Background: an optimization exercise with open tools, aiming at small area, a short achievable clock period and few clock cycles. Do not read the settings as production practice. No functional check of the RTL was part of any run shown here.

==> flow/design.v, too long to show whole: its modules and the start of the top module <==
// module iter_counter: 14 lines
// module jw_control: 16 lines
// module jw_step: 453 lines
// module jw_fa: 10 lines
// module jw_ha: 9 lines
// module pixel_result: 15 lines
// module julia_worker: 156 lines
// module jw_start: 17 lines
// module jw_sure_escape: 15 lines
module julia_worker (
	input  logic               tb_clk,
	input  logic               rst,
	input  logic               start,
	input  logic [19:0]        pixel,   
	input  logic [43:0]        c,       
	input  logic               mc_busy,
	output logic               ready,
	output logic               done,
	output logic [63:0]        result   
);
  // ...
==> flow/run.sh <==
#!/bin/bash
# synth_recipe.tcl (not shown) runs the flow's synth.tcl, then flattens the netlist and writes it again
# the make line also repeats each setting of config.mk as NAME=value (left out here)
make -C /OpenROAD-flow-scripts/flow DESIGN_CONFIG=/design/flow/config.mk WORK_HOME=/design/flow/orfs CLKGATE_MAP_FILE= SYNTH_SCRIPT=/design/flow/synth_recipe.tcl finish
==> flow/config.mk <==
export PLATFORM = sky130hd
export DESIGN_NAME = julia_worker
export DESIGN_NICKNAME = julia_worker
export VERILOG_FILES = /design/flow/design.v
export SDC_FILE = /design/flow/constraint.sdc
export NUM_CORES = 4
export LEC_CHECK = 0
export CAP_MARGIN = 60
export CORE_MARGIN = 2
export CORE_UTILIZATION = 40
export SLEW_MARGIN = 60
export SYNTH_HIERARCHICAL = 1
export SYNTH_MINIMUM_KEEP_SIZE = 0
==> flow/constraint.sdc <==
create_clock -name core_clock -period 14.0 [get_ports {tb_clk}]
set_input_delay 2.8000 -clock core_clock [delete_from_list [all_inputs] [get_ports {tb_clk}]]
set_output_delay 2.8000 -clock core_clock [all_outputs]
set_load 0.01 [all_outputs]
==> report_table.html, run 1 <==
<table>
<tr><th>Metric</th><th>Value</th></tr>
<tr><th colspan="2">Placement</th></tr>
<tr><td>Post-detailed-placement half-perimeter wirelength</td><td>35600 um</td></tr>
<tr><td>Port Buffers</td><td>approximately 110</td></tr>
<tr><th colspan="2">Critical path</th></tr>
<tr><td>Required arrival time at the worst endpoint</td><td>between 10 and 15 ns</td></tr>
<tr><td>Total buffers and inverters traversed by the critical path</td><td>1</td></tr>
<tr><td>R2R Path End</td><td>xi[11]</td></tr>
<tr><td>Kind of critical path</td><td>flip-flop to flip-flop</td></tr>
<tr><td>Worst Setup EP</td><td>xi[11]</td></tr>
<tr><td>Ordered cell list for the critical path</td><td>buf_4, ha_1, nand2_1, o21ai_0, xor2_1, fa_1, fa_1, fa_1, ha_1, nand2_1, o31a_1, fa_1, fa_1, nand2b_1, a21oi_1, a21oi_1, o21bai_1, a21oi_1, xnor2_1, mux2_2</td></tr>
<tr><td>WP depth</td><td>20</td></tr>
<tr><td>Reg-to-reg slack, setup</td><td>7.78 ns</td></tr>
<tr><td>Depth of the most critical reg-to-reg path</td><td>20</td></tr>
<tr><th colspan="2">Final layout</th></tr>
<tr><td>Most frequent standard cell in the layout excluding fill and tap cells</td><td>sky130_fd_sc_hd__fa_1</td></tr>
<tr><td>Count of filler cells inserted in the layout</td><td>roughly 4500</td></tr>
<tr><td>Storage cell area</td><td>between 0.004 and 0.005 sq mm</td></tr>
<tr><td># diodes</td><td>0</td></tr>
<tr><td>Area-dominant class</td><td>multi-input gates</td></tr>
<tr><td># clk buffers</td><td>21</td></tr>
<tr><th colspan="2">Routing</th></tr>
<tr><td>Met2 wire length</td><td>around 22000 um</td></tr>
<tr><td>Avg WL per Cell</td><td>18.2 um</td></tr>
<tr><td>Count of routing violations after the opening detailed-route iteration</td><td>between 900 and 1000</td></tr>
<tr><th colspan="2">Clocking</th></tr>
<tr><td>Skew-Pair Late Insertion Delay</td><td>~0.45 ns</td></tr>
<tr><td>Post-CTS Hold Buffers</td><td>0</td></tr>
<tr><td>Clock slew seen by the registers of the worst setup and hold paths</td><td>0.07 ns</td></tr>
<tr><td>H-tree level count</td><td>4</td></tr>
<tr><td>Number of cells upsized or downsized after cts</td><td>0</td></tr>
<tr><th colspan="2">Timing</th></tr>
<tr><td>Fin. max-slew vios</td><td>0</td></tr>
<tr><th colspan="2">Outcome</th></tr>
<tr><td>Status</td><td>complete, no violations</td></tr>
<tr><th colspan="2">Die</th></tr>
<tr><td>Number of rows created at floorplan</td><td>80</td></tr>
<tr><th colspan="2">Global routing</th></tr>
<tr><td>GRT Total Usage</td><td>approximately a fifth</td></tr>
<tr><th colspan="2">Logic synthesis</th></tr>
<tr><td>Commonest cells in the netlist</td><td>sky130_fd_sc_hd__fa_1, sky130_fd_sc_hd__nand2_1, sky130_fd_sc_hd__ha_1</td></tr>
<tr><td>Netlist cell types</td><td>slightly below 70</td></tr>
<tr><td>XOR/XNOR share of the synthesized area</td><td>~8.7%</td></tr>
<tr><th colspan="2">Hold path</th></tr>
<tr><td>Endpoint with the worst hold slack</td><td>res_index[0]</td></tr>
</table>
==> module julia_worker, before the edit <==
module julia_worker (
	input  logic               tb_clk,
	input  logic               rst,
	input  logic               start,
	input  logic [19:0]        pixel,   
	input  logic [43:0]        c,       
	input  logic               mc_busy,
	output logic               ready,
	output logic               done,
	output logic [63:0]        result   
);
	logic        busy;
	logic        load;
	logic        tree_escaped;
	logic        periodic;
	logic [7:0]  count;
	logic [19:0] pix_q;
	logic [13:0] xr, xi, xr0, xi0;
	logic [1:0]  xr_top, xi_top;    
	logic        ovr, ovi;
	logic [15:0] nre, nim;
	logic [14:0] cre, cim, cre0, cim0;
	logic [27:0] z_seen;
	logic        waiting;     
	logic        w_dec;       
	logic        w_black;     
	logic        esc_q;       
	logic        esc_raw;     
	logic        stepped;     
	logic        per_q;       
	logic        res_free;
	logic        sure_esc;
	logic        stop;
	logic        late_stop;   
	logic        pstop;       
	logic        may_take;    
	logic        step;
	logic        transfer;
	logic [19:0] res_index;
	logic [19:0] pix_index;
	logic [7:0]  res_count;
	logic        res_black;
	jw_sure_escape u_sure (
		.xr       (xr),
		.xi       (xi),
		.ovr      (ovr),
		.ovi      (ovi),
		.sure_esc (sure_esc)
	);
	assign esc_q     = esc_raw & stepped;
	assign late_stop = esc_q | pstop;
	assign stop      = late_stop | sure_esc;
	assign step = busy & ~waiting & ~stop;
	jw_control u_control (
		.rst      (rst),
		.start    (start),
		.mc_busy  (mc_busy),
		.busy     (busy),
		.done     (done),
		.may_take (may_take),
		.stop     (stop),
		.ready    (ready),
		.load     (load),
		.res_free (res_free)
	);
	iter_counter u_counter (
		.tb_clk   (tb_clk),
		.load     (load),
		.step     (step),
		.count    (count)
	);
	assign transfer = busy & res_free & (waiting | stop);
	always_ff @(posedge tb_clk) begin
		if (rst) begin
			busy    <= 1'b0;
			waiting <= 1'b0;
			done    <= 1'b0;
			stepped <= 1'b0;
			may_take <= 1'b0;
			per_q   <= 1'b0;
			pstop   <= 1'b0;
		end else begin
			busy    <= load | (busy & ~transfer);
			waiting <= busy & ~load & ~res_free & (waiting | stop);
			done    <= transfer | (done & mc_busy);
			may_take <= (load | (busy & ~transfer)) & ~(busy & ~load & ~res_free & (waiting | stop))
			            & ~(transfer | (done & mc_busy));
			stepped <= step;
			per_q   <= step & periodic;
			pstop   <= step & (periodic | (count == 8'(MAX_ITER - 1)));
		end
		esc_raw <= tree_escaped;
		if (~waiting) begin
			w_dec   <= esc_q;
			w_black <= ~esc_q & (per_q | (count == 8'(MAX_ITER)));
		end
	end
	always_ff @(posedge tb_clk) begin
		if (res_free) begin
			res_index <= pix_index;
			if (waiting) begin
				res_count <= w_dec ? count - 8'd1 : count;
				res_black <= w_black;
			end else begin
				res_count <= esc_q ? count - 8'd1 : count;
				res_black <= ~esc_q & (per_q | (count == 8'(MAX_ITER)));
			end
		end
	end
	jw_start u_start (
		.pixel (pixel),
		.c     (c),
		.xr    (xr0),
		.xi    (xi0),
		.cre   (cre0),
		.cim   (cim0)
	);
	jw_step u_step (
		.xr      (xr),
		.xi      (xi),
		.cre     (cre),
		.cim     (cim),
		.escaped (tree_escaped),
		.nre     (nre),
		.nim     (nim)
	);
	always_ff @(posedge tb_clk) begin
		if (count[3:0] == 4'd0) begin
			z_seen <= {xr, xi};
		end
	end
	assign periodic = (count != 8'd0) & ~ovr & ~ovi & ({xr, xi} == z_seen);
	assign ovr = {xr_top, xr[13]} != {3{xr[13]}};
	assign ovi = {xi_top, xi[13]} != {3{xi[13]}};
	always_ff @(posedge tb_clk) begin
		if (load) begin
			{xr_top, xr} <= {{2{xr0[13]}}, xr0};
			{xi_top, xi} <= {{2{xi0[13]}}, xi0};
		end else begin
			{xr_top, xr} <= nre;
			{xi_top, xi} <= nim;
		end
		if (load) begin
			cre   <= cre0;
			cim   <= cim0;
			pix_q <= pixel;
		end
	end
	assign pix_index = {pix_q[9:0], 9'd0} + {2'd0, pix_q[9:0], 7'd0} + 20'(pix_q[19:10]);
	pixel_result u_result (
		.index  (res_index),
		.count  (res_count),
		.black  (res_black),
		.result (result)
	);
endmodule
==> module jw_start, before the edit <==
module jw_start (
	input  logic [19:0] pixel,
	input  logic [43:0] c,
	output logic [13:0] xr,
	output logic [13:0] xi,
	output logic [14:0] cre,
	output logic [14:0] cim
);
	assign xr = (14'(pixel[19:10]) - 14'(CENTER_X)) <<< MAP_SHIFT;
	assign xi = (14'(CENTER_Y) - 14'(pixel[9:0])) <<< MAP_SHIFT;
	function automatic logic [14:0] clamp15(input logic [21:0] v);
		if (v[21:14] == {8{v[21]}}) clamp15 = v[14:0];
		else clamp15 = v[21] ? 15'h4000 : 15'h3fff;
	endfunction
	assign cre = clamp15(c[43:22]);
	assign cim = clamp15(c[21:0]);
endmodule
==> run 2, diff against run 1 <==
--- a/flow/design.v
+++ b/flow/design.v
@@ -119,41 +119,41 @@
 	logic trs321, trc321, trs322, trc322, trs323, trc323, trs324, trc324, trs325, trc325, trs326, trc326, trs327, trc327, trs328, trc328;
 	logic trs329, trc329, trs330, trc330, trs331, trc331, trs332, trc332, trs333, trc333, trs334, trc334, trs335, trc335, trs336, trc336;
 	logic trs337, trc337, trs338, trc338, trs339, trc339, trs340, trc340, trs341, trc341, trs342, trs343;
 	assign yb  = {xr, 1'b0};
 	assign xs1 = {xi[13], xi};
 	assign xs2 = {xi, 1'b0};
 	assign bneg[0] = yb[2];
 	assign bone[0] = yb[1] ^ yb[0];
-	assign btwo[0] = (yb[2] ^ yb[1]) & ~bone[0];
+	assign btwo[0] = (yb[2] & ~yb[1] & ~yb[0]) | (~yb[2] & yb[1] & yb[0]);
 	assign bpp0 = (({15{bone[0]}} & xs1) | ({15{btwo[0]}} & xs2)) ^ {15{bneg[0]}};
 	assign bneg[1] = yb[4];
 	assign bone[1] = yb[3] ^ yb[2];
-	assign btwo[1] = (yb[4] ^ yb[3]) & ~bone[1];
+	assign btwo[1] = (yb[4] & ~yb[3] & ~yb[2]) | (~yb[4] & yb[3] & yb[2]);
 	assign bpp1 = (({15{bone[1]}} & xs1) | ({15{btwo[1]}} & xs2)) ^ {15{bneg[1]}};
 	assign bneg[2] = yb[6];
 	assign bone[2] = yb[5] ^ yb[4];
-	assign btwo[2] = (yb[6] ^ yb[5]) & ~bone[2];
+	assign btwo[2] = (yb[6] & ~yb[5] & ~yb[4]) | (~yb[6] & yb[5] & yb[4]);
 	assign bpp2 = (({15{bone[2]}} & xs1) | ({15{btwo[2]}} & xs2)) ^ {15{bneg[2]}};
 	assign bneg[3] = yb[8];
 	assign bone[3] = yb[7] ^ yb[6];
-	assign btwo[3] = (yb[8] ^ yb[7]) & ~bone[3];
+	assign btwo[3] = (yb[8] & ~yb[7] & ~yb[6]) | (~yb[8] & yb[7] & yb[6]);
 	assign bpp3 = (({15{bone[3]}} & xs1) | ({15{btwo[3]}} & xs2)) ^ {15{bneg[3]}};
 	assign bneg[4] = yb[10];
 	assign bone[4] = yb[9] ^ yb[8];
-	assign btwo[4] = (yb[10] ^ yb[9]) & ~bone[4];
+	assign btwo[4] = (yb[10] & ~yb[9] & ~yb[8]) | (~yb[10] & yb[9] & yb[8]);
 	assign bpp4 = (({15{bone[4]}} & xs1) | ({15{btwo[4]}} & xs2)) ^ {15{bneg[4]}};
 	assign bneg[5] = yb[12];
 	assign bone[5] = yb[11] ^ yb[10];
-	assign btwo[5] = (yb[12] ^ yb[11]) & ~bone[5];
+	assign btwo[5] = (yb[12] & ~yb[11] & ~yb[10]) | (~yb[12] & yb[11] & yb[10]);
 	assign bpp5 = (({15{bone[5]}} & xs1) | ({15{btwo[5]}} & xs2)) ^ {15{bneg[5]}};
 	assign bneg[6] = yb[14];
 	assign bone[6] = yb[13] ^ yb[12];
-	assign btwo[6] = (yb[14] ^ yb[13]) & ~bone[6];
+	assign btwo[6] = (yb[14] & ~yb[13] & ~yb[12]) | (~yb[14] & yb[13] & yb[12]);
 	assign bpp6 = (({15{bone[6]}} & xs1) | ({15{btwo[6]}} & xs2)) ^ {15{bneg[6]}};
 	assign ca_s = {1'b0, ta_r0[10:0]} + {1'b0, ta_r1[10:0]};
 	assign cb_s = {1'b0, tb_r0[10:0]} + {1'b0, tb_r1[10:0]};
 	assign cp_s = {1'b0, tp_r0[10:0]} + {1'b0, tp_r1[10:0]};
 	assign ca = ca_s[11];
 	assign cb = cb_s[11];
 	assign cp = cp_s[11];
 	assign tas1 = ~cre[3];
@@ -569,16 +569,18 @@
 	logic        periodic;
 	logic [7:0]  count;
 	logic [19:0] pix_q;
 	logic [13:0] xr, xi, xr0, xi0;
 	logic [1:0]  xr_top, xi_top;    
 	logic        ovr, ovi;
 	logic [15:0] nre, nim;
 	logic [14:0] cre, cim, cre0, cim0;
+	logic        cre_big, cim_big, cre_big0, cim_big0;   
+	logic        moved;       
 	logic [27:0] z_seen;
 	logic        waiting;     
 	logic        w_dec;       
 	logic        w_black;     
 	logic        esc_q;       
 	logic        esc_raw;     
 	logic        stepped;     
 	logic        per_q;       
@@ -639,16 +641,17 @@
 			done    <= transfer | (done & mc_busy);
 			may_take <= (load | (busy & ~transfer)) & ~(busy & ~load & ~res_free & (waiting | stop))
 			            & ~(transfer | (done & mc_busy));
 			stepped <= step;
 			per_q   <= step & periodic;
 			pstop   <= step & (periodic | (count == 8'(MAX_ITER - 1)));
 		end
 		esc_raw <= tree_escaped;
+		moved   <= ~load & (moved | step);
 		if (~waiting) begin
 			w_dec   <= esc_q;
 			w_black <= ~esc_q & (per_q | (count == 8'(MAX_ITER)));
 		end
 	end
 	always_ff @(posedge tb_clk) begin
 		if (res_free) begin
 			res_index <= pix_index;
@@ -661,47 +664,51 @@
 			end
 		end
 	end
 	jw_start u_start (
 		.pixel (pixel),
 		.c     (c),
 		.xr    (xr0),
 		.xi    (xi0),
-		.cre   (cre0),
-		.cim   (cim0)
+		.cre     (cre0),
+		.cim     (cim0),
+		.cre_big (cre_big0),
+		.cim_big (cim_big0)
 	);
 	jw_step u_step (
 		.xr      (xr),
 		.xi      (xi),
 		.cre     (cre),
 		.cim     (cim),
 		.escaped (tree_escaped),
 		.nre     (nre),
 		.nim     (nim)
 	);
 	always_ff @(posedge tb_clk) begin
 		if (count[3:0] == 4'd0) begin
 			z_seen <= {xr, xi};
 		end
 	end
 	assign periodic = (count != 8'd0) & ~ovr & ~ovi & ({xr, xi} == z_seen);
-	assign ovr = {xr_top, xr[13]} != {3{xr[13]}};
-	assign ovi = {xi_top, xi[13]} != {3{xi[13]}};
+	assign ovr = ({xr_top, xr[13]} != {3{xr[13]}}) | (cre_big & moved);
+	assign ovi = ({xi_top, xi[13]} != {3{xi[13]}}) | (cim_big & moved);
 	always_ff @(posedge tb_clk) begin
 		if (load) begin
 			{xr_top, xr} <= {{2{xr0[13]}}, xr0};
 			{xi_top, xi} <= {{2{xi0[13]}}, xi0};
 		end else begin
 			{xr_top, xr} <= nre;
 			{xi_top, xi} <= nim;
 		end
 		if (load) begin
-			cre   <= cre0;
-			cim   <= cim0;
+			cre     <= cre0;
+			cim     <= cim0;
+			cre_big <= cre_big0;
+			cim_big <= cim_big0;
 			pix_q <= pixel;
 		end
 	end
 	assign pix_index = {pix_q[9:0], 9'd0} + {2'd0, pix_q[9:0], 7'd0} + 20'(pix_q[19:10]);
 	pixel_result u_result (
 		.index  (res_index),
 		.count  (res_count),
 		.black  (res_black),
@@ -709,26 +716,26 @@
 	);
 endmodule
 module jw_start (
 	input  logic [19:0] pixel,
 	input  logic [43:0] c,
 	output logic [13:0] xr,
 	output logic [13:0] xi,
 	output logic [14:0] cre,
-	output logic [14:0] cim
+	output logic [14:0] cim,
+	output logic        cre_big,
+	output logic        cim_big
 );
 	assign xr = (14'(pixel[19:10]) - 14'(CENTER_X)) <<< MAP_SHIFT;
 	assign xi = (14'(CENTER_Y) - 14'(pixel[9:0])) <<< MAP_SHIFT;
-	function automatic logic [14:0] clamp15(input logic [21:0] v);
-		if (v[21:14] == {8{v[21]}}) clamp15 = v[14:0];
-		else clamp15 = v[21] ? 15'h4000 : 15'h3fff;
-	endfunction
-	assign cre = clamp15(c[43:22]);
-	assign cim = clamp15(c[21:0]);
+	assign cre     = c[36:22];
+	assign cim     = c[14:0];
+	assign cre_big = c[43:36] != {8{c[43]}};
+	assign cim_big = c[21:14] != {8{c[21]}};
 endmodule
 module jw_sure_escape (
 	input  logic [13:0] xr,
 	input  logic [13:0] xi,
 	input  logic        ovr,
 	input  logic        ovi,
 	output logic        sure_esc
 );
==> report_table.html, run 2 <==
<table>
<tr><th>Metric</th><th>Value</th></tr>
<tr><th colspan="2">Routing</th></tr>
<tr><td>DR DRC count</td><td>0 (unchanged)</td></tr>
<tr><td>Avg WL per Cell</td><td>18.4 um (was 18.2 um)</td></tr>
<tr><td>Remaining number of nets flagged by the antenna check after routing</td><td>0 (unchanged)</td></tr>
<tr><td>Number of vias after detailed routing</td><td>12500 (was 13100)</td></tr>
<tr><td>Number of search-and-repair iterations in the first detailed-routing pass</td><td>16 (was 5)</td></tr>
<tr><td>Via-per-instance ratio</td><td>5.23 (was 5.14)</td></tr>
<tr><td>Final Routed Wirelength</td><td>44000 um (was 46400 um)</td></tr>
<tr><td>Count of routing violations after the opening detailed-route iteration</td><td>777 (was 965)</td></tr>
<tr><th colspan="2">Logic synthesis</th></tr>
<tr><td>Share of synthesized flip-flops with an asynchronous set or reset</td><td>0% (unchanged)</td></tr>
<tr><td>Number of flops mapped to enable cells by yosys</td><td>110 (was 108)</td></tr>
<tr><td>Synthesized area per cell</td><td>10.7 sq um (was 10.1 sq um)</td></tr>
<tr><td>Top-count cell post-synth</td><td>sky130_fd_sc_hd__fa_1 (unchanged)</td></tr>
<tr><td>Post-synth top area cell</td><td>sky130_fd_sc_hd__fa_1 (unchanged)</td></tr>
<tr><td>Netlist cell types</td><td>70 (was 69)</td></tr>
<tr><td>Synth warnings</td><td>9 (was 10)</td></tr>
<tr><td>Cell count after synthesis</td><td>1763 (was 1894)</td></tr>
<tr><td>Flip-flop and latch count after synthesis</td><td>160 (was 157)</td></tr>
<tr><td>Fraction of synthesized cell area taken by the top area cell type</td><td>29.7% (was 29.3%)</td></tr>
<tr><td>Netlist area before placement</td><td>0.0189 sq mm (was 0.0192 sq mm)</td></tr>
<tr><td>Synth top area cells</td><td>sky130_fd_sc_hd__fa_1, sky130_fd_sc_hd__edfxtp_1, sky130_fd_sc_hd__ha_1, sky130_fd_sc_hd__xnor2_1, sky130_fd_sc_hd__dfxtp_1 (was sky130_fd_sc_hd__fa_1, sky130_fd_sc_hd__edfxtp_1, sky130_fd_sc_hd__ha_1, sky130_fd_sc_hd__dfxtp_1, sky130_fd_sc_hd__xnor2_1)</td></tr>
<tr><td>Synth Flop Type</td><td>sky130_fd_sc_hd__edfxtp_1 (unchanged)</td></tr>
<tr><td>Proportion of synthesized chip area in sequential cells</td><td>22.7% (was 22.0%)</td></tr>
<tr><td>Commonest cells in the netlist</td><td>sky130_fd_sc_hd__fa_1, sky130_fd_sc_hd__xnor2_1, sky130_fd_sc_hd__ha_1 (was sky130_fd_sc_hd__fa_1, sky130_fd_sc_hd__nand2_1, sky130_fd_sc_hd__ha_1)</td></tr>
<tr><th colspan="2">Timing</th></tr>
<tr><td>Setup violators final</td><td>0 (unchanged)</td></tr>
<tr><td>Clock skew after layout</td><td>0.0118 ns (was 0.0178 ns)</td></tr>
<tr><td>Setup repair after global routing missed its margin</td><td>no (unchanged)</td></tr>
<tr><td>Endpoints failing hold</td><td>0 (unchanged)</td></tr>
<tr><td>Setup TNS</td><td>0 ns (unchanged)</td></tr>
<tr><td>Final period utilization</td><td>44.8% (was 44.4%)</td></tr>
<tr><td>Final min period</td><td>6.27 ns (was 6.22 ns)</td></tr>
<tr><td>Slew at the pin closest to its max-slew limit</td><td>0.559 ns (was 0.597 ns)</td></tr>
<tr><td>Max-slew headroom</td><td>62.7% (was 59.8%)</td></tr>
<tr><td>Final hold slack</td><td>0.420 ns (was 0.416 ns)</td></tr>
<tr><td>Peak Freq</td><td>0.160 GHz (was 0.161 GHz)</td></tr>
<tr><td>Fin. max-slew vios</td><td>0 (unchanged)</td></tr>
<tr><td>Least setup slack across all paths after layout</td><td>7.73 ns (was 7.78 ns)</td></tr>
<tr><th colspan="2">Critical path</th></tr>
<tr><td>Required arrival time at the worst endpoint</td><td>11.20 ns (was 14.33 ns)</td></tr>
<tr><td>Largest driver fanout on the critical path</td><td>36 (was 32)</td></tr>
<tr><td>Kind of critical path</td><td>flip-flop to output pin (was flip-flop to flip-flop)</td></tr>
<tr><td>Depth of the most critical reg-to-reg path</td><td>21 (was 20)</td></tr>
<tr><td>Sort of element at the end of the critical path</td><td>output pin (was flip-flop)</td></tr>
<tr><td>Critical path data arrival time</td><td>3.47 ns (was 6.54 ns)</td></tr>
<tr><td>Startpoint type of the worst setup path</td><td>flip-flop (unchanged)</td></tr>
<tr><th colspan="2">Clocking</th></tr>
<tr><td>Clock net sink count</td><td>160 (was 157)</td></tr>
<tr><td>H-tree level count</td><td>4 (unchanged)</td></tr>
<tr><td># Post-CTS Setup Buffers</td><td>0 (unchanged)</td></tr>
<tr><td>CTS tree</td><td>done (unchanged)</td></tr>
<tr><td>Post-CTS Hold Buffers</td><td>0 (unchanged)</td></tr>
<tr><td>Number of cells upsized or downsized after cts</td><td>0 (unchanged)</td></tr>
<tr><td>Skew-Pair Late Insertion Delay</td><td>0.47 ns (was 0.45 ns)</td></tr>
<tr><td>Clock slew seen by the registers of the worst setup and hold paths</td><td>0.07 ns (about the same)</td></tr>
<tr><td>Cts bufs inserted</td><td>17 (unchanged)</td></tr>
<tr><td>CTS Buffer Depth</td><td>2 (unchanged)</td></tr>
<tr><td>Root cell of the clock tree</td><td>sky130_fd_sc_hd__clkbuf_16 (unchanged)</td></tr>
<tr><th colspan="2">Final layout</th></tr>
<tr><td>Non-Filler Cell Area, Final</td><td>0.0207 sq mm (was 0.0211 sq mm)</td></tr>
<tr><td>Largest register by flop count</td><td>z_seen (unchanged)</td></tr>
<tr><td># diodes</td><td>0 (unchanged)</td></tr>
<tr><td>Number of cells in the finished layout apart from fillers</td><td>2387 (was 2548)</td></tr>
<tr><td>Commonest cells after routing, fill and taps aside</td><td>sky130_fd_sc_hd__fa_1, sky130_fd_sc_hd__xnor2_1, sky130_fd_sc_hd__ha_1 (was sky130_fd_sc_hd__fa_1, sky130_fd_sc_hd__nand2_1, sky130_fd_sc_hd__ha_1)</td></tr>
<tr><td>Share of cells above drive strength 1</td><td>6.12% (was 6.16%)</td></tr>
<tr><td>Number of flip-flops in the largest register</td><td>28 (unchanged)</td></tr>
<tr><td>Most frequent standard cell in the layout excluding fill and tap cells</td><td>sky130_fd_sc_hd__fa_1 (unchanged)</td></tr>
<tr><td>Area growth, synth to finish</td><td>9.65% (was 10.1%)</td></tr>
<tr><td>Largest registers</td><td>z_seen: 28 flops, pix_q: 20 flops, res_index: 20 flops (unchanged)</td></tr>
<tr><td>Number of nets in the layout</td><td>2255 (was 2414)</td></tr>
<tr><th colspan="2">Hold path</th></tr>
<tr><td>Hold/Removal Path Class</td><td>flip-flop to flip-flop (unchanged)</td></tr>
<tr><td>Depth of the worst hold-timing path</td><td>0 (unchanged)</td></tr>
<tr><th colspan="2">Die</th></tr>
<tr><td>Number of top-level pins</td><td>134 (unchanged)</td></tr>
<tr><td>Width of the chip</td><td>221 um (was 223 um)</td></tr>
<tr><td>Core footprint</td><td>0.0467 sq mm (was 0.0475 sq mm)</td></tr>
<tr><td>Initial cell density of the core</td><td>40.6% (was 40.4%)</td></tr>
<tr><td>Number of rows created at floorplan</td><td>79 (was 80)</td></tr>
<tr><td>Die outline area</td><td>0.0491 sq mm (was 0.0497 sq mm)</td></tr>
<tr><td>Height of the chip</td><td>221 um (was 223 um)</td></tr>
<tr><th colspan="2">Global routing</th></tr>
<tr><td>Wire length of the first global-routing pass</td><td>72500 um (was 75200 um)</td></tr>
<tr><td>Largest net degree at the start of global routing</td><td>60 (was 50)</td></tr>
<tr><td>Initial antenna violation count</td><td>0 (was 1)</td></tr>
<tr><td>GRT Total Usage</td><td>18.9% (was 19.4%)</td></tr>
<tr><td>Via count of the first global-routing pass</td><td>13400 (was 13800)</td></tr>
<tr><td>Global-route congestion overflow total</td><td>0 (unchanged)</td></tr>
<tr><th colspan="2">Run</th></tr>
<tr><td>Maximum Capacitance Violations</td><td>0 (unchanged)</td></tr>
<tr><th colspan="2">Placement</th></tr>
<tr><td>Post-Place Setup Slack</td><td>8.04 ns (was 7.78 ns)</td></tr>
<tr><td>Total placed instance area</td><td>0.0201 sq mm (was 0.0206 sq mm)</td></tr>
<tr><td>Post-detailed-placement half-perimeter wirelength</td><td>33900 um (was 35600 um)</td></tr>
<tr><td>Post-Place Cells</td><td>2355 (was 2516)</td></tr>
<tr><td>Port Buffers</td><td>113 (unchanged)</td></tr>
<tr><td>Placer Congestion</td><td>0.851 (was 0.861)</td></tr>
<tr><th colspan="2">Outcome</th></tr>
<tr><td>Status</td><td>complete, no violations (unchanged)</td></tr>
</table>
## run 2: critical path, cell delays in order (launching register included)
cell	delay, ns
sky130_fd_sc_hd__dfxtp_1	0.32
sky130_fd_sc_hd__buf_4	0.43
sky130_fd_sc_hd__and3_1	0.24
sky130_fd_sc_hd__o21ai_1	0.11
sky130_fd_sc_hd__a311oi_1	0.27
sky130_fd_sc_hd__nand4_1	0.39
sky130_fd_sc_hd__or3_1	0.52
sky130_fd_sc_hd__nand2_1	0.15
sky130_fd_sc_hd__nand2_1	0.07
sky130_fd_sc_hd__clkdlybuf4s50_1	0.49
## run 2: metal layers
metal  vias to the layer above  track usage [%]  routed length, um
met5                         -                0                  0
met2                       310             31.5              21300
li1                       5788                -                  -
met3                        59             3.23               2000
met4                         0             7.98               1320
met1                      6328             24.4              19400
## run 2: stage by stage
stage	utilization (%)
floorplan	-
global placement	43.1
detailed placement	43.2
CTS	44.4
global route	44.5
finish	44.5
## run 2: path summary, 6_finish.rpt
| path | startpoint | endpoint | slack [ns] |
|---|---|---|---|
| setup / recovery | xr[13] | ready | 7.73 |
| hold / removal | pix_q[10] | res_index[0] | 0.42 |
| setup reg to reg | xr[1] | xi_top[1] | 8.01 |
| hold reg to reg | pix_q[10] | res_index[0] | 0.42 |
## run 2: per-module statistics from Yosys (local to each module, per instance)
module | cell area [sq um] | cells inside
julia_worker | 5850 | 379
jw_step | 5630 | 868
jw_start | 606 | 88
pixel_result | 474 | 67
iter_counter | 339 | 37
jw_sure_escape | 66.3 | 10
jw_control | 26.3 | 5
jw_fa | 20.0 | 1
jw_ha | 12.5 | 1
## run 2: logic make-up (layout without fill, tap and decap cells)
logic type | Yosys count | in the layout | share of synthesized area [%]
fa+ha+maj | 420 | 420 | 38.9
simple gates | 403 | 403 | 10.9
buf+inv | 305 | 299 | 7.98
compound gates | 252 | 252 | 8.79
xor+xnor | 192 | 192 | 8.89
flops | 160 | 160 | 22.7
mux | 28 | 28 | 1.67
other cells | 3 | 26 | 0.0595
## run 2: area by class of cell
cell class / count / area, sq um
clock buffers: 18 / 429
clock inverters: 14 / 169
fillers: 4395 / 25900
inverters: 118 / 443
multi-input cells: 1321 / 13200
flip-flops and latches: 160 / 4310
well taps: 607 / 759
repair buffers: 149 / 1420
==> run 3, diff against run 2 <==
--- a/flow/design.v
+++ b/flow/design.v
@@ -575,7 +575,7 @@
 	logic [15:0] nre, nim;
 	logic [14:0] cre, cim, cre0, cim0;
 	logic        cre_big, cim_big, cre_big0, cim_big0;   
-	logic        moved;       
+	logic        cflag;       
 	logic [27:0] z_seen;
 	logic        waiting;     
 	logic        w_dec;       
@@ -646,7 +646,7 @@
 			pstop   <= step & (periodic | (count == 8'(MAX_ITER - 1)));
 		end
 		esc_raw <= tree_escaped;
-		moved   <= ~load & (moved | step);
+		cflag   <= ~load & (cflag | (step & (cre_big | cim_big)));
 		if (~waiting) begin
 			w_dec   <= esc_q;
 			w_black <= ~esc_q & (per_q | (count == 8'(MAX_ITER)));
@@ -689,8 +689,8 @@
 		end
 	end
 	assign periodic = (count != 8'd0) & ~ovr & ~ovi & ({xr, xi} == z_seen);
-	assign ovr = ({xr_top, xr[13]} != {3{xr[13]}}) | (cre_big & moved);
-	assign ovi = ({xi_top, xi[13]} != {3{xi[13]}}) | (cim_big & moved);
+	assign ovr = ({xr_top, xr[13]} != {3{xr[13]}}) | cflag;
+	assign ovi = ({xi_top, xi[13]} != {3{xi[13]}});
 	always_ff @(posedge tb_clk) begin
 		if (load) begin
 			{xr_top, xr} <= {{2{xr0[13]}}, xr0};
==> report_table.html, run 3 <==
<table>
<tr><th>Metric</th><th>Value</th></tr>
<tr><th colspan="2">Clocking</th></tr>
<tr><td>Skew-Pair Late Insertion Delay</td><td>0.48 ns (was 0.47 ns)</td></tr>
<tr><td>Root cell of the clock tree</td><td>sky130_fd_sc_hd__clkbuf_16 (unchanged)</td></tr>
<tr><td>Post-CTS Hold Buffers</td><td>0 (unchanged)</td></tr>
<tr><td>H-tree level count</td><td>4 (unchanged)</td></tr>
<tr><td>Clock net sink count</td><td>160 (unchanged)</td></tr>
<tr><td>Number of cells upsized or downsized after cts</td><td>0 (unchanged)</td></tr>
<tr><td># Post-CTS Setup Buffers</td><td>0 (unchanged)</td></tr>
<tr><td>CTS Buffer Depth</td><td>2 (unchanged)</td></tr>
<tr><td>CTS tree</td><td>done (unchanged)</td></tr>
<tr><td>Clock slew seen by the registers of the worst setup and hold paths</td><td>0.07 ns (about the same)</td></tr>
<tr><td>Cts bufs inserted</td><td>17 (unchanged)</td></tr>
<tr><th colspan="2">Logic synthesis</th></tr>
<tr><td>Fraction of synthesized area in multiplexers</td><td>1.60% (was 1.67%)</td></tr>
<tr><td>Fraction of synthesized cell area taken by the top area cell type</td><td>29.7% (unchanged)</td></tr>
<tr><td>Commonest cells in the netlist</td><td>sky130_fd_sc_hd__fa_1, sky130_fd_sc_hd__xnor2_1, sky130_fd_sc_hd__ha_1 (unchanged)</td></tr>
<tr><td>XOR/XNOR share of the synthesized area</td><td>8.75% (was 8.89%)</td></tr>
<tr><td>Netlist cell types</td><td>71 (was 70)</td></tr>
<tr><td>Number of flops mapped to enable cells by yosys</td><td>110 (unchanged)</td></tr>
<tr><td>Synth top area cells</td><td>sky130_fd_sc_hd__fa_1, sky130_fd_sc_hd__edfxtp_1, sky130_fd_sc_hd__ha_1, sky130_fd_sc_hd__xnor2_1, sky130_fd_sc_hd__dfxtp_1 (unchanged)</td></tr>
<tr><td>Flip-flop and latch count after synthesis</td><td>160 (unchanged)</td></tr>
<tr><td>Post-synth top area cell</td><td>sky130_fd_sc_hd__fa_1 (unchanged)</td></tr>
<tr><td>Synth warnings</td><td>9 (unchanged)</td></tr>
<tr><td>Share of synthesized flip-flops with an asynchronous set or reset</td><td>0% (unchanged)</td></tr>
<tr><td>Cell count after synthesis</td><td>1762 (was 1763)</td></tr>
<tr><td>Post-synthesis share of cell area spent on full adders, half adders and majority gates</td><td>38.9% (unchanged)</td></tr>
<tr><td>Top-count cell post-synth</td><td>sky130_fd_sc_hd__fa_1 (unchanged)</td></tr>
<tr><td>Proportion of synthesized chip area in sequential cells</td><td>22.7% (unchanged)</td></tr>
<tr><td>Synth Flop Type</td><td>sky130_fd_sc_hd__edfxtp_1 (unchanged)</td></tr>
<tr><td>Netlist area before placement</td><td>0.0189 sq mm (unchanged)</td></tr>
<tr><td>Synthesized area per cell</td><td>10.7 sq um (about the same)</td></tr>
<tr><td>Share of synthesized cell area in and, or, nand and nor gates</td><td>10.9% (about the same)</td></tr>
<tr><td>Combinational family with the most area after synthesis</td><td>adder cells (unchanged)</td></tr>
<tr><td>Post-synthesis compound-gate area fraction</td><td>9.06% (was 8.79%)</td></tr>
<tr><th colspan="2">Timing</th></tr>
<tr><td>Final period utilization</td><td>46.7% (was 44.8%)</td></tr>
<tr><td>Final hold slack</td><td>0.422 ns (was 0.420 ns)</td></tr>
<tr><td>Clock skew after layout</td><td>0.0144 ns (was 0.0118 ns)</td></tr>
<tr><td>Slew at the pin closest to its max-slew limit</td><td>0.555 ns (was 0.559 ns)</td></tr>
<tr><td>Max-slew headroom</td><td>62.8% (was 62.7%)</td></tr>
<tr><td>Setup TNS</td><td>0 ns (unchanged)</td></tr>
<tr><td>Endpoints failing hold</td><td>0 (unchanged)</td></tr>
<tr><td>Setup violators final</td><td>0 (unchanged)</td></tr>
<tr><td>Setup repair after global routing missed its margin</td><td>no (unchanged)</td></tr>
<tr><td>Peak Freq</td><td>0.153 GHz (was 0.160 GHz)</td></tr>
<tr><td>Fin. max-slew vios</td><td>0 (unchanged)</td></tr>
<tr><td>Final min period</td><td>6.54 ns (was 6.27 ns)</td></tr>
<tr><th colspan="2">Final layout</th></tr>
<tr><td>Largest register by flop count</td><td>z_seen (unchanged)</td></tr>
<tr><td>Count of filler cells inserted in the layout</td><td>4365 (was 4395)</td></tr>
<tr><td>Commonest cells after routing, fill and taps aside</td><td>sky130_fd_sc_hd__fa_1, sky130_fd_sc_hd__xnor2_1, sky130_fd_sc_hd__ha_1 (unchanged)</td></tr>
<tr><td>Largest registers</td><td>z_seen: 28 flops, pix_q: 20 flops, res_index: 20 flops (unchanged)</td></tr>
<tr><td>Area growth, synth to finish</td><td>9.69% (was 9.65%)</td></tr>
<tr><td>Storage cell area</td><td>0.00431 sq mm (unchanged)</td></tr>
<tr><td>Number of cells in the finished layout apart from fillers</td><td>2389 (was 2387)</td></tr>
<tr><td>Number of nets in the layout</td><td>2255 (unchanged)</td></tr>
<tr><td>Area of the multi-input gates</td><td>0.0132 sq mm (about the same)</td></tr>
<tr><td>Share of cells above drive strength 1</td><td>6.91% (was 6.12%)</td></tr>
<tr><td>Number of flip-flops in the largest register</td><td>28 (unchanged)</td></tr>
<tr><td>Most frequent standard cell in the layout excluding fill and tap cells</td><td>sky130_fd_sc_hd__fa_1 (unchanged)</td></tr>
<tr><th colspan="2">Critical path</th></tr>
<tr><td>Sort of element at the end of the critical path</td><td>output pin (unchanged)</td></tr>
<tr><td>Reg-to-Reg Start</td><td>xi[11] (was xr[1])</td></tr>
<tr><td>Largest driver fanout on the critical path</td><td>26 (was 36)</td></tr>
<tr><td>Required arrival time at the worst endpoint</td><td>11.20 ns (about the same)</td></tr>
<tr><td>Kind of critical path</td><td>flip-flop to output pin (unchanged)</td></tr>
<tr><td>Critical path data arrival time</td><td>3.74 ns (was 3.47 ns)</td></tr>
<tr><td>Startpoint type of the worst setup path</td><td>flip-flop (unchanged)</td></tr>
<tr><td>Origin of the worst setup path</td><td>xr[13] (unchanged)</td></tr>
<tr><th colspan="2">Global routing</th></tr>
<tr><td>Wire length of the first global-routing pass</td><td>74300 um (was 72500 um)</td></tr>
<tr><td>Via count of the first global-routing pass</td><td>13400 (about the same)</td></tr>
<tr><td>Initial antenna violation count</td><td>6 (was 0)</td></tr>
<tr><td>Largest net degree at the start of global routing</td><td>56 (was 60)</td></tr>
<tr><td>Global-route congestion overflow total</td><td>0 (unchanged)</td></tr>
<tr><td>GRT Total Usage</td><td>19.5% (was 18.9%)</td></tr>
<tr><th colspan="2">Placement</th></tr>
<tr><td>Port Buffers</td><td>113 (unchanged)</td></tr>
<tr><td>Placer Congestion</td><td>0.860 (was 0.851)</td></tr>
<tr><td>Post-detailed-placement half-perimeter wirelength</td><td>34800 um (was 33900 um)</td></tr>
<tr><td>Post-Place Cells</td><td>2355 (unchanged)</td></tr>
<tr><th colspan="2">Routing</th></tr>
<tr><td>Count of routing violations after the opening detailed-route iteration</td><td>897 (was 777)</td></tr>
<tr><td>Number of search-and-repair iterations in the first detailed-routing pass</td><td>17 (was 16)</td></tr>
<tr><td>Number of vias after detailed routing</td><td>12800 (was 12500)</td></tr>
<tr><td>Avg WL per Cell</td><td>19.2 um (was 18.4 um)</td></tr>
<tr><td>DR DRC count</td><td>0 (unchanged)</td></tr>
<tr><td>Final Routed Wirelength</td><td>45900 um (was 44000 um)</td></tr>
<tr><td>Remaining number of nets flagged by the antenna check after routing</td><td>0 (unchanged)</td></tr>
<tr><td>Via-per-instance ratio</td><td>5.35 (was 5.23)</td></tr>
<tr><th colspan="2">Die</th></tr>
<tr><td>Number of rows created at floorplan</td><td>79 (unchanged)</td></tr>
<tr><td>Initial cell density of the core</td><td>40.6% (unchanged)</td></tr>
<tr><td>Height of the chip</td><td>221 um (unchanged)</td></tr>
<tr><td>Die outline area</td><td>0.0491 sq mm (unchanged)</td></tr>
<tr><td>Number of top-level pins</td><td>134 (unchanged)</td></tr>
<tr><td>Core footprint</td><td>0.0467 sq mm (unchanged)</td></tr>
<tr><td>Width of the chip</td><td>221 um (unchanged)</td></tr>
<tr><th colspan="2">Run</th></tr>
<tr><td>Maximum Capacitance Violations</td><td>0 (unchanged)</td></tr>
<tr><th colspan="2">Outcome</th></tr>
<tr><td>Status</td><td>complete, no violations (unchanged)</td></tr>
<tr><th colspan="2">Hold path</th></tr>
<tr><td>Start point of the worst min-delay path</td><td>pix_q[16] (was pix_q[10])</td></tr>
<tr><td>Hold/Removal Path Class</td><td>flip-flop to flip-flop (unchanged)</td></tr>
</table>
## run 3: cells by family after synthesis
logic type	after synthesis
XOR/XNOR	189
flip-flops	160
multiplexers	27
AND/OR/NAND/NOR	402
adder cells (fa/ha/maj)	420
other	3
AO/OA/AOI/OAI	256
buffers and inverters	305
## run 3: per-stage QoR
step / util, % / cell area [sq um] / setup slack [ns]
after detailed placement: 43.2 / 20100 / 7.51
after floorplan: - / 19000 / 8.17
final: 44.5 / 20800 / 7.46
after global routing: 44.5 / 20800 / 7.29
after CTS: 44.4 / 20700 / 7.44
after global placement: 43.1 / 20100 / 7.44
## run 3: area by class of cell
| cell class | count | area share [%] |
|---|---|---|
| well taps | 607 | 3.66 |
| diodes | 2 | 0.0241 |
| multi-input cells | 1320 | 63.7 |
| clock inverters | 11 | 0.543 |
| flip-flops and latches | 160 | 20.8 |
| clock buffers | 21 | 2.32 |
| inverters | 119 | 2.15 |
| repair buffers | 149 | 6.82 |
## run 3: Yosys stat by module (local to each module, per instance)
module          cell area (sq um)  times used  cells  flops+latches
jw_start                      606           1     88              0
jw_control                   26.3           1      5              0
jw_step                      5630           1    868              0
pixel_result                  474           1     67              0
jw_ha                        12.5          34      1              0
jw_fa                        20.0         275      1              0
jw_sure_escape               66.3           1     10              0
iter_counter                  339           1     37              8
julia_worker                 5850           1    378            152
## run 3: critical path, stage by stage, from the launching register on
cell                              delay, ns
sky130_fd_sc_hd__dfxtp_1               0.65
sky130_fd_sc_hd__buf_4                 0.49
sky130_fd_sc_hd__and3_1                0.22
sky130_fd_sc_hd__o21ai_0               0.14
sky130_fd_sc_hd__a311oi_1              0.27
sky130_fd_sc_hd__nand4_1               0.31
sky130_fd_sc_hd__or3_1                 0.46
sky130_fd_sc_hd__nand2_1               0.14
sky130_fd_sc_hd__nand2_1               0.07
sky130_fd_sc_hd__clkdlybuf4s50_1       0.49
## run 3: per-layer routing
layer / up-vias / part of all wire [%] / track usage [%]
met5: - / 0.046 / 0
met3: 83 / 6.0 / 3.19
met1: 6483 / 43 / 25.4
met2: 398 / 48 / 32.0
met4: 4 / 3.4 / 8.57
li1: 5823 / - / -
## run 3: worst paths after layout
path         depth (start not counted)      endpoint  slack (ns)
max                                  9         ready        7.46
min reg2reg                          0  res_index[6]        0.42
max reg2reg                         16       esc_raw        7.83
min                                  0  res_index[6]        0.42
==> module jw_sure_escape, before the edit <==
module jw_sure_escape (
	input  logic [13:0] xr,
	input  logic [13:0] xi,
	input  logic        ovr,
	input  logic        ovi,
	output logic        sure_esc
);
	logic [12:8] mr, mi;
	logic        big_r, big_i;
	assign mr = xr[12:8] ^ {5{xr[13]}};
	assign mi = xi[12:8] ^ {5{xi[13]}};
	assign big_r = mr[12] & (|mr[11:8]);
	assign big_i = mi[12] & (|mi[11:8]);
	assign sure_esc = ovr | ovi | big_r | big_i;
endmodule
==> run 4, diff against run 3 <==
--- a/flow/design.v
+++ b/flow/design.v
@@ -571,6 +571,7 @@
 	logic [19:0] pix_q;
 	logic [13:0] xr, xi, xr0, xi0;
 	logic [1:0]  xr_top, xi_top;    
+	logic [15:0] zr_d, zi_d;        
 	logic        ovr, ovi;
 	logic [15:0] nre, nim;
 	logic [14:0] cre, cim, cre0, cim0;
@@ -597,8 +598,10 @@
 	logic [7:0]  res_count;
 	logic        res_black;
 	jw_sure_escape u_sure (
-		.xr       (xr),
-		.xi       (xi),
+		.tb_clk   (tb_clk),
+		.dr       (zr_d[15:8]),
+		.di       (zi_d[15:8]),
+		.cflag    (cflag),
 		.ovr      (ovr),
 		.ovi      (ovi),
 		.sure_esc (sure_esc)
@@ -689,16 +692,11 @@
 		end
 	end
 	assign periodic = (count != 8'd0) & ~ovr & ~ovi & ({xr, xi} == z_seen);
-	assign ovr = ({xr_top, xr[13]} != {3{xr[13]}}) | cflag;
-	assign ovi = ({xi_top, xi[13]} != {3{xi[13]}});
+	assign zr_d = load ? {{2{xr0[13]}}, xr0} : nre;
+	assign zi_d = load ? {{2{xi0[13]}}, xi0} : nim;
 	always_ff @(posedge tb_clk) begin
-		if (load) begin
-			{xr_top, xr} <= {{2{xr0[13]}}, xr0};
-			{xi_top, xi} <= {{2{xi0[13]}}, xi0};
-		end else begin
-			{xr_top, xr} <= nre;
-			{xi_top, xi} <= nim;
-		end
+		{xr_top, xr} <= zr_d;
+		{xi_top, xi} <= zi_d;
 		if (load) begin
 			cre     <= cre0;
 			cim     <= cim0;
@@ -733,16 +731,25 @@
 	assign cim_big = c[21:14] != {8{c[21]}};
 endmodule
 module jw_sure_escape (
-	input  logic [13:0] xr,
-	input  logic [13:0] xi,
-	input  logic        ovr,
-	input  logic        ovi,
-	output logic        sure_esc
+	input  logic       tb_clk,
+	input  logic [7:0] dr,      
+	input  logic [7:0] di,
+	input  logic       cflag,
+	output logic       ovr,
+	output logic       ovi,
+	output logic       sure_esc
 );
+	logic [7:0]  qr, qi;
 	logic [12:8] mr, mi;
 	logic        big_r, big_i;
-	assign mr = xr[12:8] ^ {5{xr[13]}};
-	assign mi = xi[12:8] ^ {5{xi[13]}};
+	always_ff @(posedge tb_clk) begin
+		qr <= dr;
+		qi <= di;
+	end
+	assign ovr = (qr[7:5] != {3{qr[5]}}) | cflag;
+	assign ovi = qi[7:5] != {3{qi[5]}};
+	assign mr = qr[4:0] ^ {5{qr[5]}};
+	assign mi = qi[4:0] ^ {5{qi[5]}};
 	assign big_r = mr[12] & (|mr[11:8]);
 	assign big_i = mi[12] & (|mi[11:8]);
 	assign sure_esc = ovr | ovi | big_r | big_i;
==> report_table.html, run 4 <==
<table>
<tr><th>Metric</th><th>Value</th></tr>
<tr><th colspan="2">Routing</th></tr>
<tr><td>Top Metal Used</td><td>met5 (unchanged)</td></tr>
<tr><td>Remaining number of nets flagged by the antenna check after routing</td><td>0 (unchanged)</td></tr>
<tr><td>Routed wire length on met3</td><td>1950 um (was 2780 um)</td></tr>
<tr><td>Number of search-and-repair iterations in the first detailed-routing pass</td><td>5 (was 17)</td></tr>
<tr><td>Via-per-instance ratio</td><td>5.22 (was 5.35)</td></tr>
<tr><td>Met2 wire length</td><td>22200 um (was 21900 um)</td></tr>
<tr><td>Post-route met1 wirelength</td><td>20100 um (was 19700 um)</td></tr>
<tr><td>Count of routing violations after the opening detailed-route iteration</td><td>770 (was 897)</td></tr>
<tr><td>Avg WL per Cell</td><td>18.9 um (was 19.2 um)</td></tr>
<tr><td>DR DRC count</td><td>0 (unchanged)</td></tr>
<tr><td>Final Routed Wirelength</td><td>45400 um (was 45900 um)</td></tr>
<tr><td>Number of vias after detailed routing</td><td>12500 (was 12800)</td></tr>
<tr><th colspan="2">Logic synthesis</th></tr>
<tr><td>Proportion of synthesized chip area in sequential cells</td><td>23.7% (was 22.7%)</td></tr>
<tr><td>Netlist area before placement</td><td>0.0192 sq mm (was 0.0189 sq mm)</td></tr>
<tr><td>Share of synthesized flip-flops with an asynchronous set or reset</td><td>0% (unchanged)</td></tr>
<tr><td>Post-synth top area cell</td><td>sky130_fd_sc_hd__fa_1 (unchanged)</td></tr>
<tr><td>Cell count after synthesis</td><td>1774 (was 1762)</td></tr>
<tr><td>Flip-flop and latch count after synthesis</td><td>172 (was 160)</td></tr>
<tr><td>Synth top area cells</td><td>sky130_fd_sc_hd__fa_1, sky130_fd_sc_hd__edfxtp_1, sky130_fd_sc_hd__ha_1, sky130_fd_sc_hd__xnor2_1, sky130_fd_sc_hd__dfxtp_1 (unchanged)</td></tr>
<tr><td>Synthesized area per cell</td><td>10.8 sq um (was 10.7 sq um)</td></tr>
<tr><td>Fraction of synthesized cell area taken by the top area cell type</td><td>29.3% (was 29.7%)</td></tr>
<tr><td>Number of flops mapped to enable cells by yosys</td><td>110 (unchanged)</td></tr>
<tr><td>Synth warnings</td><td>10 (was 9)</td></tr>
<tr><td>Commonest cells in the netlist</td><td>sky130_fd_sc_hd__fa_1, sky130_fd_sc_hd__xnor2_1, sky130_fd_sc_hd__ha_1 (unchanged)</td></tr>
<tr><td>Synth Flop Type</td><td>sky130_fd_sc_hd__edfxtp_1 (unchanged)</td></tr>
<tr><td>Top-count cell post-synth</td><td>sky130_fd_sc_hd__fa_1 (unchanged)</td></tr>
<tr><td>Netlist cell types</td><td>70 (was 71)</td></tr>
<tr><th colspan="2">Global routing</th></tr>
<tr><td>Wire length of the first global-routing pass</td><td>73200 um (was 74300 um)</td></tr>
<tr><td>Via count of the first global-routing pass</td><td>13200 (was 13400)</td></tr>
<tr><td>GRT Total Usage</td><td>19.2% (was 19.5%)</td></tr>
<tr><td>Global-route congestion overflow total</td><td>0 (unchanged)</td></tr>
<tr><td>Initial antenna violation count</td><td>1 (was 6)</td></tr>
<tr><td>Largest net degree at the start of global routing</td><td>62 (was 56)</td></tr>
<tr><th colspan="2">Clocking</th></tr>
<tr><td>Clock net sink count</td><td>172 (was 160)</td></tr>
<tr><td>Clock slew seen by the registers of the worst setup and hold paths</td><td>0.08 ns (was 0.07 ns)</td></tr>
<tr><td>CTS Buffer Depth</td><td>2 (unchanged)</td></tr>
<tr><td>H-tree level count</td><td>4 (unchanged)</td></tr>
<tr><td>Number of cells upsized or downsized after cts</td><td>0 (unchanged)</td></tr>
<tr><td>Post-CTS Hold Buffers</td><td>0 (unchanged)</td></tr>
<tr><td># Post-CTS Setup Buffers</td><td>0 (unchanged)</td></tr>
<tr><td>Root cell of the clock tree</td><td>sky130_fd_sc_hd__clkbuf_16 (unchanged)</td></tr>
<tr><td>Cts bufs inserted</td><td>17 (unchanged)</td></tr>
<tr><td>CTS tree</td><td>done (unchanged)</td></tr>
<tr><td>Skew-Pair Late Insertion Delay</td><td>0.50 ns (was 0.48 ns)</td></tr>
<tr><th colspan="2">Die</th></tr>
<tr><td>Core footprint</td><td>0.0475 sq mm (was 0.0467 sq mm)</td></tr>
<tr><td>Width of the chip</td><td>223 um (was 221 um)</td></tr>
<tr><td>Number of top-level pins</td><td>134 (unchanged)</td></tr>
<tr><td>Number of rows created at floorplan</td><td>80 (was 79)</td></tr>
<tr><td>Height of the chip</td><td>223 um (was 221 um)</td></tr>
<tr><td>Initial cell density of the core</td><td>40.4% (was 40.6%)</td></tr>
<tr><td>Die outline area</td><td>0.0497 sq mm (was 0.0491 sq mm)</td></tr>
<tr><th colspan="2">Timing</th></tr>
<tr><td>Endpoints failing hold</td><td>0 (unchanged)</td></tr>
<tr><td>Peak Freq</td><td>0.162 GHz (was 0.153 GHz)</td></tr>
<tr><td>Setup TNS</td><td>0 ns (unchanged)</td></tr>
<tr><td>Slew at the pin closest to its max-slew limit</td><td>0.560 ns (was 0.555 ns)</td></tr>
<tr><td>Setup violators final</td><td>0 (unchanged)</td></tr>
<tr><td>Fin. max-slew vios</td><td>0 (unchanged)</td></tr>
<tr><td>Final min period</td><td>6.17 ns (was 6.54 ns)</td></tr>
<tr><td>Setup repair after global routing missed its margin</td><td>no (unchanged)</td></tr>
<tr><td>Clock skew after layout</td><td>0.0105 ns (was 0.0144 ns)</td></tr>
<tr><td>Final period utilization</td><td>44.1% (was 46.7%)</td></tr>
<tr><td>Max-slew headroom</td><td>62.4% (was 62.8%)</td></tr>
<tr><th colspan="2">Outcome</th></tr>
<tr><td>Status</td><td>complete, no violations (unchanged)</td></tr>
<tr><th colspan="2">Critical path</th></tr>
<tr><td>Startpoint type of the worst setup path</td><td>flip-flop (unchanged)</td></tr>
<tr><td>Largest driver fanout on the critical path</td><td>20 (was 26)</td></tr>
<tr><td>Reg-to-reg slack, setup</td><td>7.83 ns (about the same)</td></tr>
<tr><td>Required arrival time at the worst endpoint</td><td>14.37 ns (was 11.20 ns)</td></tr>
<tr><td>Worst Setup EP</td><td>esc_raw (was ready)</td></tr>
<tr><td>Reg-to-Reg Start</td><td>xi[11] (unchanged)</td></tr>
<tr><td>Kind of critical path</td><td>flip-flop to flip-flop (was flip-flop to output pin)</td></tr>
<tr><td>Depth of the most critical reg-to-reg path</td><td>15 (was 16)</td></tr>
<tr><td>Sort of element at the end of the critical path</td><td>flip-flop (was output pin)</td></tr>
<tr><td>Origin of the worst setup path</td><td>xi[11] (was xr[13])</td></tr>
<tr><td>Critical path data arrival time</td><td>6.54 ns (was 3.74 ns)</td></tr>
<tr><td>R2R Path End</td><td>esc_raw (unchanged)</td></tr>
<tr><th colspan="2">Placement</th></tr>
<tr><td>Port Buffers</td><td>113 (unchanged)</td></tr>
<tr><td>Post-detailed-placement half-perimeter wirelength</td><td>34700 um (was 34800 um)</td></tr>
<tr><td>Placer Congestion</td><td>0.858 (was 0.860)</td></tr>
<tr><th colspan="2">Run</th></tr>
<tr><td>Maximum Capacitance Violations</td><td>0 (unchanged)</td></tr>
<tr><th colspan="2">Final layout</th></tr>
<tr><td>Number of nets in the layout</td><td>2260 (was 2255)</td></tr>
<tr><td>Largest registers</td><td>z_seen: 28 flops, pix_q: 20 flops, res_index: 20 flops (unchanged)</td></tr>
<tr><td>Share of cells above drive strength 1</td><td>6.95% (was 6.91%)</td></tr>
<tr><td>Area growth, synth to finish</td><td>9.31% (was 9.69%)</td></tr>
<tr><td>Largest register by flop count</td><td>z_seen (unchanged)</td></tr>
<tr><td>Number of flip-flops in the largest register</td><td>28 (unchanged)</td></tr>
<tr><td>Count of filler cells inserted in the layout</td><td>4434 (was 4365)</td></tr>
<tr><td>Most frequent standard cell in the layout excluding fill and tap cells</td><td>sky130_fd_sc_hd__fa_1 (unchanged)</td></tr>
<tr><td>Commonest cells after routing, fill and taps aside</td><td>sky130_fd_sc_hd__fa_1, sky130_fd_sc_hd__xnor2_1, sky130_fd_sc_hd__ha_1 (unchanged)</td></tr>
<tr><th colspan="2">Hold path</th></tr>
<tr><td>Hold/Removal Path Class</td><td>flip-flop to flip-flop (unchanged)</td></tr>
</table>
[run 4: cell count changes in the layout (fill, tap and decap cells not counted), moves of 3 or more]
cell,delta
sky130_fd_sc_hd__o21ai_0,+5
sky130_fd_sc_hd__dfxtp_2,+4
sky130_fd_sc_hd__nand3b_1,-3
sky130_fd_sc_hd__nand4_1,-9
sky130_fd_sc_hd__nor2_1,-8
sky130_fd_sc_hd__xnor2_1,-6
sky130_fd_sc_hd__clkbuf_8,-3
sky130_fd_sc_hd__nand2b_1,+6
sky130_fd_sc_hd__buf_4,-6
sky130_fd_sc_hd__xor2_1,+9
sky130_fd_sc_hd__dfxtp_1,+8
[run 4: routing by layer]
layer | track usage (%) | vias up
met1 | 25.7 | 6387
met4 | 6.78 | 2
li1 | - | 5824
met3 | 3.29 | 52
met2 | 31.4 | 277
met5 | 0 | -
[run 4: cells by family (layout without fill, tap and decap cells)]
group | Yosys count | after routing | share of synthesized area [%]
adders and majority gates | 420 | 420 | 38.4
and+or+nand+nor | 399 | 399 | 10.8
buffers and inverters | 305 | 293 | 7.91
AOI/OAI and AO/OA | 254 | 254 | 8.73
xor gates and xnor gates | 192 | 192 | 8.76
DFF | 172 | 172 | 23.7
muxes | 29 | 29 | 1.70
other | 3 | 27 | 0.0587
[run 4: area by class of cell]
cell class,count,area (sq um),share of cell area [%]
Multi-Input combinational cell,1320,13300,63.2
Tap cell,615,769,3.67
Sequential cell,172,4550,21.7
Clock buffer,19,433,2.06
Inverter,118,443,2.11
Clock inverter,13,145,0.692
Timing Repair Buffer,143,1370,6.54
Antenna cell,1,2.50,0.0119
[run 4: worst min path at each step]
| stage | cells after the start | from | slack [ns] | end |
|---|---|---|---|---|
| 5_1_grt | 0 | pix_q[14] | 0.43 | res_index[4] |
| 3_3_place_gp | 0 | pix_q[11] | 0.40 | res_index[1] |
| 6_report | 0 | pix_q[14] | 0.43 | res_index[4] |
| 4_1_cts | 0 | pix_q[15] | 0.43 | res_index[5] |
| 3_5_place_dp | 0 | pix_q[11] | 0.41 | res_index[1] |
| 2_1_floorplan | 0 | pix_q[10] | 0.40 | res_index[0] |
[run 4: through the flow]
step / hold slack, ns / utilization [%] / setup WS (ns) / area (sq um) / std cells
floorplan: 0.400 / - / 8.20 / 19300 / 1797
detailed placement: 0.412 / 42.9 / 7.66 / 20400 / 2368
global placement: 0.402 / 42.8 / 7.35 / 20300 / 2368
global route: 0.431 / 44.1 / 7.52 / 21000 / 2400
CTS: 0.433 / 44.1 / 7.65 / 21000 / 2400
finish: 0.427 / 44.1 / 7.83 / 21000 / 2401
[run 4: per-module statistics from Yosys, one instance, submodules excluded]
module / flip-flops and latches / times used / area, sq um
julia_worker: 148 / 1 / 5760
pixel_result: 0 / 1 / 474
jw_step: 0 / 1 / 5630
jw_sure_escape: 16 / 1 / 424
iter_counter: 8 / 1 / 339
jw_control: 0 / 1 / 26.3
jw_fa: 0 / 275 / 20.0
jw_start: 0 / 1 / 606
jw_ha: 0 / 34 / 12.5
[run 4: critical path: stages (launching register included)]
cell and delay (ns):
sky130_fd_sc_hd__dfxtp_2 0.65, sky130_fd_sc_hd__inv_1 0.31, sky130_fd_sc_hd__nor2_1 0.21, sky130_fd_sc_hd__fa_1 0.46, sky130_fd_sc_hd__fa_1 0.41, sky130_fd_sc_hd__fa_1 0.47
sky130_fd_sc_hd__ha_1 0.32, sky130_fd_sc_hd__fa_1 0.39, sky130_fd_sc_hd__fa_1 0.52, sky130_fd_sc_hd__fa_1 0.41, sky130_fd_sc_hd__ha_1 0.32, sky130_fd_sc_hd__a2111oi_2 0.46
sky130_fd_sc_hd__o311ai_0 0.30, sky130_fd_sc_hd__a21oi_1 0.40, sky130_fd_sc_hd__o21ai_0 0.23, sky130_fd_sc_hd__xnor2_1 0.18

[separate check: timing with driven ports]
In the flow no input, the clock included, has a driving cell. The finished layouts below were timed again as built, in two steps.
Step 1 (the two cells are an assumption about what drives the block):
set clk [get_ports {tb_clk}]
set_driving_cell -lib_cell sky130_fd_sc_hd__clkbuf_16 $clk
set_driving_cell -lib_cell sky130_fd_sc_hd__buf_2 [delete_from_list [all_inputs] $clk]
Step 2, shift: input delay + t, output delay - t, t = (earliest + latest rising clock arrival at the registers) / 2. This alone moves slack from input paths to output paths.
Slacks: no drivers / after step 1 / after step 2; pairs: no drivers / after step 1.
run | shift t [ns] | setup slack, ns | hold slack, ns
run 1 | 0.493 | 7.783 / 7.783 / 7.783 | 0.416 / 0.416 / 0.416
run 2 | 0.519 | 7.733 / 7.678 / 8.006 | 0.420 / 0.420 / 0.420
run 3 | 0.520 | 7.462 / 7.410 / 7.830 | 0.422 / 0.422 / 0.422
run 4 | 0.547 | 7.830 / 7.830 / 7.830 | 0.427 / 0.427 / 0.427
After both steps every run listed still meets setup and hold.
